Context: an optimization exercise on an open-source flow, tuned for small area, a short achievable clock period and few clock cycles. The choices shown serve that exercise and are no tape-out recipe. Where RTL was checked, it was by simulation tests only, not by an equivalence proof against the original. No activity file was given, so power comes from the tool's default toggle rates.

==> run X: inputs <==
## timer_event_queue_top
module timer_event_queue_top #(
	parameter int QUEUE_DEPTH  = 16,
	parameter int HANDLE_WIDTH = 8,
	parameter int TIME_WIDTH   = 48
) (
	input  logic                    clk,
	input  logic                    arst_n,
	input  logic                    in_valid,
	output logic                    in_ready,
	input  logic [1:0]              mode,
	input  logic [TIME_WIDTH-1:0]   due_time,
	input  logic [HANDLE_WIDTH-1:0] event_handle,
	input  logic [TIME_WIDTH-1:0]   clock_reading,
	output logic                    out_valid,
	input  logic                    out_ready,
	output logic [2:0]              kind,
	output logic [HANDLE_WIDTH-1:0] fired_handle,
	output logic [TIME_WIDTH-1:0]   fire_time,
	output logic [TIME_WIDTH-1:0]   tick_gap,
	output logic [63:0]             total_elapsed,
	output logic                    last,
	input  logic                    cfg_valid,
	output logic                    cfg_ready,
	input  logic [TIME_WIDTH-1:0]   cfg_data
);
export LEC_CHECK = 0
export CAP_MARGIN = 35
export CORE_MARGIN = 2
export CORE_UTILIZATION = 35
export SLEW_MARGIN = 30
create_clock -name core_clock -period 7.0 [get_ports {clk}]
run.sh (not shown) runs the stock make flow with config.mk's settings and CLKGATE_MAP_FILE= SYNTH_SCRIPT=/design/flow/synth_recipe.tcl, a recipe that flattens the netlist after the stock synthesis.
==> inputs of run G, as changes to run X <==
--- a/flow/design.v
+++ b/flow/design.v
@@ -18,11 +18,12 @@
 module teq_le #(
 	parameter int W = 48
 ) (
 	input  logic [W-1:0] a,
 	input  logic [W-1:0] b,
-	output logic         y
+	output logic         y,
+	output logic         lt
 );
 	localparam int L = $clog2(W);
 	localparam int N = 1 << L;
 	logic [N-1:0] g [L+1];
 	logic [N-1:0] q [L+1];
@@ -36,11 +37,12 @@
 		if ((N >> (l + 1)) < N) begin : g_pad
 			assign g[l+1][N-1:(N >> (l + 1))] = '0;
 			assign q[l+1][N-1:(N >> (l + 1))] = '0;
 		end
 	end
-	assign y = q[L][0];
+	assign y  = q[L][0];
+	assign lt = g[L][0];
 endmodule
 module teq_add #(
 	parameter int W = 48
 ) (
 	input  logic [W-1:0] a,
@@ -110,11 +112,11 @@
 	assign occ         = occ_q;
 	assign head_due    = due_q[0];
 	assign head_handle = handle_q[0];
 	assign next_due    = due_q[1];
 	for (genvar i = 0; i < QUEUE_DEPTH; i++) begin : g_le
-		teq_le #(.W(TIME_WIDTH)) u_le (.a(due_q[i]), .b(nv), .y(le_n[i]));
+		teq_le #(.W(TIME_WIDTH)) u_le (.a(due_q[i]), .b(nv), .y(le_n[i]), .lt());
 	end
 	always_ff @(posedge clk or negedge arst_n) begin
 		if (!arst_n) begin
 			occ_q <= '0;
 		end else if (clr) begin
@@ -189,10 +191,14 @@
 	input  logic [TIME_WIDTH-1:0]   cfg_data
 );
 	localparam int TW = TIME_WIDTH;
 	localparam int HW = HANDLE_WIDTH;
 	localparam int QD = QUEUE_DEPTH;
+	logic          h_v_q;
+	logic [1:0]    h_mode_q;
+	logic [TW-1:0] h_val_q;
+	logic [HW-1:0] h_hdl_q;
 	logic          s_v_q;
 	logic [1:0]    s_mode_q;
 	logic [TW-1:0] s_val_q;
 	logic [HW-1:0] s_hdl_q;
 	logic          x_v_q;
@@ -229,13 +235,13 @@
 	logic [TW-1:0] n_val;
 	logic [HW-1:0] n_hdl;
 	assign acc     = in_valid && !s_v_q && (mode != 2'd3);
 	assign in_mode = mode;
 	assign in_val  = (mode == teq_pkg::MODE_SCHEDULE) ? due_time : clock_reading;
-	assign n_mode  = s_v_q ? s_mode_q : in_mode;
-	assign n_val   = s_v_q ? s_val_q  : in_val;
-	assign n_hdl   = s_v_q ? s_hdl_q  : event_handle;
+	assign n_mode  = h_mode_q;
+	assign n_val   = h_val_q;
+	assign n_hdl   = h_hdl_q;
 	teq_row #(
 		.QUEUE_DEPTH (QD),
 		.TIME_WIDTH  (TW),
 		.HANDLE_WIDTH(HW)
 	) u_row (
@@ -283,13 +289,13 @@
 	logic [TW-1:0] ef;
 	assign is_s = (x_mode_q == teq_pkg::MODE_SCHEDULE);
 	assign is_t = (x_mode_q == teq_pkg::MODE_TICK);
 	assign is_c = (x_mode_q == teq_pkg::MODE_CLEAR);
 	assign adv  = x_v_q && (!o_v_q || out_ready);
-	teq_le #(.W(TW + 1)) u_f_le_c (.a(f_q), .b({1'b0, x_val_q}), .y(f_le_c));
-	teq_le #(.W(TW)) u_head_f (.a(head_due), .b(f_q[TW-1:0]), .y(head_le_f));
-	teq_le #(.W(TW)) u_next_f (.a(next_due), .b(f_q[TW-1:0]), .y(next_le_f));
+	teq_le #(.W(TW + 1)) u_f_le_c (.a(f_q), .b({1'b0, x_val_q}), .y(f_le_c), .lt());
+	teq_le #(.W(TW)) u_head_f (.a(head_due), .b(f_q[TW-1:0]), .y(head_le_f), .lt());
+	teq_le #(.W(TW)) u_next_f (.a(next_due), .b(f_q[TW-1:0]), .y(next_le_f), .lt());
 	assign lt     = !f_le_c;
 	assign f_sat  = f_q[TW] ? '1 : f_q[TW-1:0];
 	assign n_time = lt ? f_sat : x_val_q;
 	assign hf     = x_keep_q[0] || (occ[0] && (f_q[TW] || head_le_f));
 	assign nf     = x_keep_q[1] || (occ[1] && (f_q[TW] || next_le_f));
@@ -311,14 +317,15 @@
 	logic          n_le_t;
 	logic [QD-1:0] occ_nx;
 	logic [QD-1:0] le_nx;
 	logic [QD-1:0] keep_shift;
 	logic          past_nx;
-	teq_le #(.W(TW)) u_x_le_n (.a(x_val_q), .b(n_val), .y(x_le_n));
-	teq_le #(.W(TW)) u_n_le_x (.a(n_val), .b(x_val_q), .y(n_le_x));
-	teq_le #(.W(TW)) u_n_le_f (.a(n_val), .b(f_q[TW-1:0]), .y(n_le_f));
-	teq_le #(.W(TW)) u_n_le_t (.a(n_val), .b(t_q), .y(n_le_t));
+	logic          x_lt_n;
+	teq_le #(.W(TW)) u_x_le_n (.a(x_val_q), .b(n_val), .y(x_le_n), .lt(x_lt_n));
+	assign n_le_x = !x_lt_n;
+	teq_le #(.W(TW)) u_n_le_f (.a(n_val), .b(f_q[TW-1:0]), .y(n_le_f), .lt());
+	teq_le #(.W(TW)) u_n_le_t (.a(n_val), .b(t_q), .y(n_le_t), .lt());
 	always_comb begin
 		occ_nx = occ;
 		le_nx  = le_n;
 		if (clr) begin
 			occ_nx = '0;
@@ -346,10 +353,11 @@
 		end
 	end
 	assign keep_shift = pop ? {1'b0, x_keep_q[QD-1:1]} : x_keep_q;
 	always_ff @(posedge clk or negedge arst_n) begin
 		if (!arst_n) begin
+			h_v_q  <= 1'b0;
 			s_v_q  <= 1'b0;
 			x_v_q  <= 1'b0;
 			o_v_q  <= 1'b0;
 			t_q    <= '0;
 			t0_q   <= '0;
@@ -362,15 +370,17 @@
 			if (cfg_valid) begin
 				p_q <= cfg_data;
 			end
 			pend_q <= cfg_valid;
 			if (x_free) begin
+				x_v_q <= h_v_q;
+			end
+			if (x_free || !h_v_q) begin
 				if (s_v_q) begin
-					x_v_q <= 1'b1;
 					s_v_q <= 1'b0;
 				end else begin
-					x_v_q <= acc;
+					h_v_q <= acc;
 				end
 			end else if (acc) begin
 				s_v_q <= 1'b1;
 			end
 			if (adv) begin
@@ -414,10 +424,21 @@
 			if (adv) begin
 				x_first_q <= 1'b0;
 			end
 			x_keep_q <= keep_shift;
 		end
+		if (x_free || !h_v_q) begin
+			if (s_v_q) begin
+				h_mode_q <= s_mode_q;
+				h_val_q  <= s_val_q;
+				h_hdl_q  <= s_hdl_q;
+			end else begin
+				h_mode_q <= in_mode;
+				h_val_q  <= in_val;
+				h_hdl_q  <= event_handle;
+			end
+		end
 		if (!s_v_q) begin
 			s_mode_q <= in_mode;
 			s_val_q  <= in_val;
 			s_hdl_q  <= event_handle;
 		end
Settings changed: CAP_MARGIN 35 to 20, CORE_UTILIZATION 35 to 45, SETUP_SLACK_MARGIN set to 4.5, SLEW_MARGIN 30 to 20, TNS_END_PERCENT set to 0.
==> summary.txt <==
quantity                                                                              run G                    run X
Proportion of power drawn by the clock network                                        19.2%                    19.0%
Count of inverters other than clock inverters in the layout                             525                      335
Number of optimization iterations in the first detailed-route pass                       10                        9
Critical Path End                                                              x_keep_q[13]       u_row.due_q[10][8]
Number of fill cells in the layout                                                    20.4k                    28.0k
Final RePlAce weighted congestion                                                     0.967                    0.988
Die extent in x                                                                      477 um                   533 um
Number of standard cells after synthesis                                              11.3k                    11.2k
Cell Area, Placed                                                               106000 um^2              105000 um^2
Layout Nets                                                                           11.8k                    11.5k
Ys async rst share                                                                    22.0%                    22.9%
Total met2 wirelength after detailed routing                                      177000 um                162000 um
Power density of the placed cells                                               409 nW/um^2              423 nW/um^2
Layout Cells excl Fill                                                                14.6k                    14.9k
Status                                                              complete, no violations  complete, no violations
Amount of wire on met3 after detailed routing                                      43100 um                 28000 um
Testbench counts of run G, summed over its fixed seeds: cycles 10,994.
No functional check of the RTL was part of run X.

[afterwards: timing with drivers on the ports]
The results above use ideal ports. As a check the final layouts listed here were re-extracted and re-timed, cells and wires unchanged. Step 1 assumes that a clkbuf_16 drives the clock port and a buf_2 every other input. Step 2 also shifts input and output timing later by t, the mid clock arrival at the registers, as if the neighbouring blocks saw the same clock. Slacks: ideal / step 1 / step 2; pairs: ideal / step 1.
run | t, ns | setup slack, ns | clock arrival spread, ns | worst register clock-pin slew, ns
run X | 0.952 | 1.172 / 1.172 / 0.494 | 0.051 / 0.050 | 0.07 / 0.07
run G | 0.947 | 3.068 / 3.068 / 2.274 | 0.032 / 0.032 | 0.07 / 0.07
After both steps setup and hold are still met in every run listed. The setup slack of run G, which loses most, moves by 0.000 ns with the drivers and by -0.794 ns with both steps.
